Background: an optimization exercise with open tools, aiming at small area. Do not read the settings as production practice.
Only simulation tests tie the RTL to the original design; equivalence was not proved.
Power is estimated from default activity; no workload was simulated. The flow treats the clock pin as an ideal source, which a real chip does not have.

==> inputs of run Z <==
## fm_voice
module fm_voice (
	input logic clk37,
	input logic rst,
	input logic cmd_valid,
	input logic [31:0] cmd_data,
	output logic signed [15:0] sample,
	output logic sample_valid,
	output logic cmd_busy
);
export LEC_CHECK = 0
export ABC_AREA = 1
export CAP_MARGIN = 20
export CORE_MARGIN = 2
export CORE_UTILIZATION = 75
export PLACE_DENSITY = 0.85
export SLEW_MARGIN = 20
create_clock -name core_clock -period 10.0 [get_ports {clk37}]
standard.sh (not shown) runs the stock make flow with config.mk's settings and CLKGATE_MAP_FILE= SYNTH_SCRIPT=/design/flow/synth_recipe.tcl, a recipe that flattens the netlist after the stock synthesis.
==> flow/flow/run.sh <==
#!/bin/bash
# The standard layout (standard.sh) with three changes:
# - synthesis maps the logic with ABC's mapper told to relax delay in favour of area: the ORFS scripts
#   are copied to ./orfs_scripts unchanged except abc_area.script (ABC_AREA is
#   set in config.mk), and SCRIPTS_DIR points there;
# - the input and output ports are buffered with the smallest buffer (buf_1);
# - clock tree synthesis adds no dummy loads to balance the tree (leaf clusters
#   of up to 33 sinks within 90 um, clkbuf_16 only).
# The full tool output goes to standard.log here and to the ORFS logs under
# orfs/logs.
set -e
cd "$(dirname "$0")/.."
rm -rf orfs_scripts
cp -r "$FLOW_HOME/scripts" orfs_scripts
printf '&get -n\n&st\n&dch\n&nf -R 1000 -p\n&put\ntopo\nstime -c\n' > orfs_scripts/abc_area.script
export SCRIPTS_DIR="$PWD/orfs_scripts"
export BUFFER_PORTS_ARGS="-buffer_cell sky130_fd_sc_hd__buf_1"
export CTS_ARGS="-sink_clustering_enable -repair_clock_nets -dont_use_dummy_load -sink_clustering_size 33 -sink_clustering_max_diameter 90 -buf_list sky130_fd_sc_hd__clkbuf_16"
bash standard.sh > standard.log 2>&1
==> run C: changes against run Z <==
--- a/flow/design.v
+++ b/flow/design.v
@@ -311,36 +311,17 @@
 	logic r190;
 	logic r191;
 	logic r192;
 	logic r193;
 	logic r194;
-	logic u195;
-	logic v196;
+	logic r195;
+	logic r196;
 	logic r197;
 	logic r198;
-	logic u199;
-	logic v200;
+	logic r199;
+	logic r200;
 	logic r201;
-	logic r202;
-	logic u203;
-	logic v204;
-	logic r205;
-	logic r206;
-	logic u207;
-	logic v208;
-	logic r209;
-	logic r210;
-	logic u211;
-	logic v212;
-	logic r213;
-	logic r214;
-	logic u215;
-	logic v216;
-	logic r217;
-	logic r218;
-	logic u219;
-	logic v220;
 	assign b_one[0] = mag[0] ^ 1'b0;
 	assign b_two[0] = (mag[1] & ~mag[0] & ~1'b0) | (~mag[1] & mag[0] & 1'b0);
 	assign b_neg[0] = mag[1] ^ sgn;
 	assign x1 = (b_one[0] & lvl[0]) ^ b_neg[0];
 	assign x2 = ((b_one[0] & lvl[1]) | (b_two[0] & lvl[0])) ^ b_neg[0];
@@ -555,43 +536,24 @@
 	assign r192 = (c162 & s163) | (r191 & (c162 ^ s163));
 	assign sum[18] = c164 ^ s165 ^ r192;
 	assign r193 = (c164 & s165) | (r192 & (c164 ^ s165));
 	assign sum[19] = c166 ^ s167 ^ r193;
 	assign r194 = (c166 & s167) | (r193 & (c166 ^ s167));
-	assign u195 = c168 ^ s169 ^ 1'b0;
-	assign v196 = c168 ^ s169 ^ 1'b1;
-	assign sum[20] = r194 ? v196 : u195;
-	assign r197 = (c168 & s169) | (1'b0 & (c168 ^ s169));
-	assign r198 = (c168 & s169) | (1'b1 & (c168 ^ s169));
-	assign u199 = c170 ^ s171 ^ r197;
-	assign v200 = c170 ^ s171 ^ r198;
-	assign sum[21] = r194 ? v200 : u199;
-	assign r201 = (c170 & s171) | (r197 & (c170 ^ s171));
-	assign r202 = (c170 & s171) | (r198 & (c170 ^ s171));
-	assign u203 = c172 ^ s173 ^ r201;
-	assign v204 = c172 ^ s173 ^ r202;
-	assign sum[22] = r194 ? v204 : u203;
-	assign r205 = (c172 & s173) | (r201 & (c172 ^ s173));
-	assign r206 = (c172 & s173) | (r202 & (c172 ^ s173));
-	assign u207 = c174 ^ base[15] ^ r205;
-	assign v208 = c174 ^ base[15] ^ r206;
-	assign sum[23] = r194 ? v208 : u207;
-	assign r209 = (c174 & base[15]) | (r205 & (c174 ^ base[15]));
-	assign r210 = (c174 & base[15]) | (r206 & (c174 ^ base[15]));
-	assign u211 = base[16] ^ 1'b0 ^ r209;
-	assign v212 = base[16] ^ 1'b0 ^ r210;
-	assign sum[24] = r194 ? v212 : u211;
-	assign r213 = (base[16] & 1'b0) | (r209 & (base[16] ^ 1'b0));
-	assign r214 = (base[16] & 1'b0) | (r210 & (base[16] ^ 1'b0));
-	assign u215 = base[17] ^ 1'b0 ^ r213;
-	assign v216 = base[17] ^ 1'b0 ^ r214;
-	assign sum[25] = r194 ? v216 : u215;
-	assign r217 = (base[17] & 1'b0) | (r213 & (base[17] ^ 1'b0));
-	assign r218 = (base[17] & 1'b0) | (r214 & (base[17] ^ 1'b0));
-	assign u219 = base[18] ^ 1'b0 ^ r217;
-	assign v220 = base[18] ^ 1'b0 ^ r218;
-	assign sum[26] = r194 ? v220 : u219;
+	assign sum[20] = c168 ^ s169 ^ r194;
+	assign r195 = (c168 & s169) | (r194 & (c168 ^ s169));
+	assign sum[21] = c170 ^ s171 ^ r195;
+	assign r196 = (c170 & s171) | (r195 & (c170 ^ s171));
+	assign sum[22] = c172 ^ s173 ^ r196;
+	assign r197 = (c172 & s173) | (r196 & (c172 ^ s173));
+	assign sum[23] = c174 ^ base[15] ^ r197;
+	assign r198 = (c174 & base[15]) | (r197 & (c174 ^ base[15]));
+	assign sum[24] = base[16] ^ 1'b0 ^ r198;
+	assign r199 = (base[16] & 1'b0) | (r198 & (base[16] ^ 1'b0));
+	assign sum[25] = base[17] ^ 1'b0 ^ r199;
+	assign r200 = (base[17] & 1'b0) | (r199 & (base[17] ^ 1'b0));
+	assign sum[26] = base[18] ^ 1'b0 ^ r200;
+	assign r201 = (base[18] & 1'b0) | (r200 & (base[18] ^ 1'b0));
 	assign acc_new = sum[26:8];
 endmodule
 module fm_voice (
 	input logic clk37,
 	input logic rst,
PLACE_DENSITY = 0.8   (was 0.85)
==> run H: changes against run Z <==
--- a/flow/design.v
+++ b/flow/design.v
@@ -311,36 +311,17 @@
 	logic r190;
 	logic r191;
 	logic r192;
 	logic r193;
 	logic r194;
-	logic u195;
-	logic v196;
+	logic r195;
+	logic r196;
 	logic r197;
 	logic r198;
-	logic u199;
-	logic v200;
+	logic r199;
+	logic r200;
 	logic r201;
-	logic r202;
-	logic u203;
-	logic v204;
-	logic r205;
-	logic r206;
-	logic u207;
-	logic v208;
-	logic r209;
-	logic r210;
-	logic u211;
-	logic v212;
-	logic r213;
-	logic r214;
-	logic u215;
-	logic v216;
-	logic r217;
-	logic r218;
-	logic u219;
-	logic v220;
 	assign b_one[0] = mag[0] ^ 1'b0;
 	assign b_two[0] = (mag[1] & ~mag[0] & ~1'b0) | (~mag[1] & mag[0] & 1'b0);
 	assign b_neg[0] = mag[1] ^ sgn;
 	assign x1 = (b_one[0] & lvl[0]) ^ b_neg[0];
 	assign x2 = ((b_one[0] & lvl[1]) | (b_two[0] & lvl[0])) ^ b_neg[0];
@@ -555,43 +536,24 @@
 	assign r192 = (c162 & s163) | (r191 & (c162 ^ s163));
 	assign sum[18] = c164 ^ s165 ^ r192;
 	assign r193 = (c164 & s165) | (r192 & (c164 ^ s165));
 	assign sum[19] = c166 ^ s167 ^ r193;
 	assign r194 = (c166 & s167) | (r193 & (c166 ^ s167));
-	assign u195 = c168 ^ s169 ^ 1'b0;
-	assign v196 = c168 ^ s169 ^ 1'b1;
-	assign sum[20] = r194 ? v196 : u195;
-	assign r197 = (c168 & s169) | (1'b0 & (c168 ^ s169));
-	assign r198 = (c168 & s169) | (1'b1 & (c168 ^ s169));
-	assign u199 = c170 ^ s171 ^ r197;
-	assign v200 = c170 ^ s171 ^ r198;
-	assign sum[21] = r194 ? v200 : u199;
-	assign r201 = (c170 & s171) | (r197 & (c170 ^ s171));
-	assign r202 = (c170 & s171) | (r198 & (c170 ^ s171));
-	assign u203 = c172 ^ s173 ^ r201;
-	assign v204 = c172 ^ s173 ^ r202;
-	assign sum[22] = r194 ? v204 : u203;
-	assign r205 = (c172 & s173) | (r201 & (c172 ^ s173));
-	assign r206 = (c172 & s173) | (r202 & (c172 ^ s173));
-	assign u207 = c174 ^ base[15] ^ r205;
-	assign v208 = c174 ^ base[15] ^ r206;
-	assign sum[23] = r194 ? v208 : u207;
-	assign r209 = (c174 & base[15]) | (r205 & (c174 ^ base[15]));
-	assign r210 = (c174 & base[15]) | (r206 & (c174 ^ base[15]));
-	assign u211 = base[16] ^ 1'b0 ^ r209;
-	assign v212 = base[16] ^ 1'b0 ^ r210;
-	assign sum[24] = r194 ? v212 : u211;
-	assign r213 = (base[16] & 1'b0) | (r209 & (base[16] ^ 1'b0));
-	assign r214 = (base[16] & 1'b0) | (r210 & (base[16] ^ 1'b0));
-	assign u215 = base[17] ^ 1'b0 ^ r213;
-	assign v216 = base[17] ^ 1'b0 ^ r214;
-	assign sum[25] = r194 ? v216 : u215;
-	assign r217 = (base[17] & 1'b0) | (r213 & (base[17] ^ 1'b0));
-	assign r218 = (base[17] & 1'b0) | (r214 & (base[17] ^ 1'b0));
-	assign u219 = base[18] ^ 1'b0 ^ r217;
-	assign v220 = base[18] ^ 1'b0 ^ r218;
-	assign sum[26] = r194 ? v220 : u219;
+	assign sum[20] = c168 ^ s169 ^ r194;
+	assign r195 = (c168 & s169) | (r194 & (c168 ^ s169));
+	assign sum[21] = c170 ^ s171 ^ r195;
+	assign r196 = (c170 & s171) | (r195 & (c170 ^ s171));
+	assign sum[22] = c172 ^ s173 ^ r196;
+	assign r197 = (c172 & s173) | (r196 & (c172 ^ s173));
+	assign sum[23] = c174 ^ base[15] ^ r197;
+	assign r198 = (c174 & base[15]) | (r197 & (c174 ^ base[15]));
+	assign sum[24] = base[16] ^ 1'b0 ^ r198;
+	assign r199 = (base[16] & 1'b0) | (r198 & (base[16] ^ 1'b0));
+	assign sum[25] = base[17] ^ 1'b0 ^ r199;
+	assign r200 = (base[17] & 1'b0) | (r199 & (base[17] ^ 1'b0));
+	assign sum[26] = base[18] ^ 1'b0 ^ r200;
+	assign r201 = (base[18] & 1'b0) | (r200 & (base[18] ^ 1'b0));
 	assign acc_new = sum[26:8];
 endmodule
 module fm_voice (
 	input logic clk37,
 	input logic rst,
==> comparison table <==
quantity                                                             run C         run Z         run H
Power spent charging and discharging nets                          3.25 mW       3.30 mW       3.28 mW
Routability-driven placement congestion ratio                        0.855         0.886         0.870
Outcome                                           timing/DRC/antenna clean  timing/DRC/antenna clean  timing/DRC/antenna clean
Area of the multi-input gates                                 0.0124 sq mm  0.0125 sq mm  0.0125 sq mm
Count of cell instances traversed by the critical path                  33            34            27
Total non-filler cell area in the finished layout             0.0730 sq mm  0.0731 sq mm  0.0730 sq mm
Iter 0 DRT Violations                                                 2954          3415          3371
Number of diodes added for antenna fixing                                1             1             2
Highest metal layer with signal wires                                 met4          met5          met5
Die area                                                      0.0934 sq mm  0.0936 sq mm  0.0934 sq mm
Clk pwr                                                            4.48 mW       4.52 mW       4.50 mW
Nets@finish                                                           4621          4646          4620
Die X-Extent                                                   306 microns   306 microns   306 microns
Transition at the pin with the smallest max-transition slack       1.15 ns       1.14 ns       1.16 ns
Vias per cell                                                         5.77          5.88          5.99

==> what the ideal ports hide <==
In the flow no input, the clock included, has a driving cell. The finished layouts below were timed again as built, in two steps.
Step 1 assumes that a clkbuf_16 drives the clock port and a buf_2 every other input.
Step 2 adds t to the input delays and takes it off the output delays; t is the mean of the earliest and latest rising clock arrival at the registers after step 1. Input paths then give back, and output paths get back, about the clock's delay inside the block.
a / b / c = ideal ports / drivers / drivers and shift; a / b = the first two.
run	t (ns)	setup WS [ns]	worst hold slack (ns)	worst setup path after step 2	slew at the worst register clock pin (ns)
run Z	0.735	0.389 / 0.389 / 0.389	0.214 / 0.214 / 0.214	register to register	0.12 / 0.12
run C	0.736	0.366 / 0.366 / 0.366	0.314 / 0.314 / 0.314	register to register	0.12 / 0.12
run H	0.754	0.341 / 0.341 / 0.341	0.264 / 0.264 / 0.264	register to register	0.12 / 0.12
After both steps every run listed still meets setup and hold.
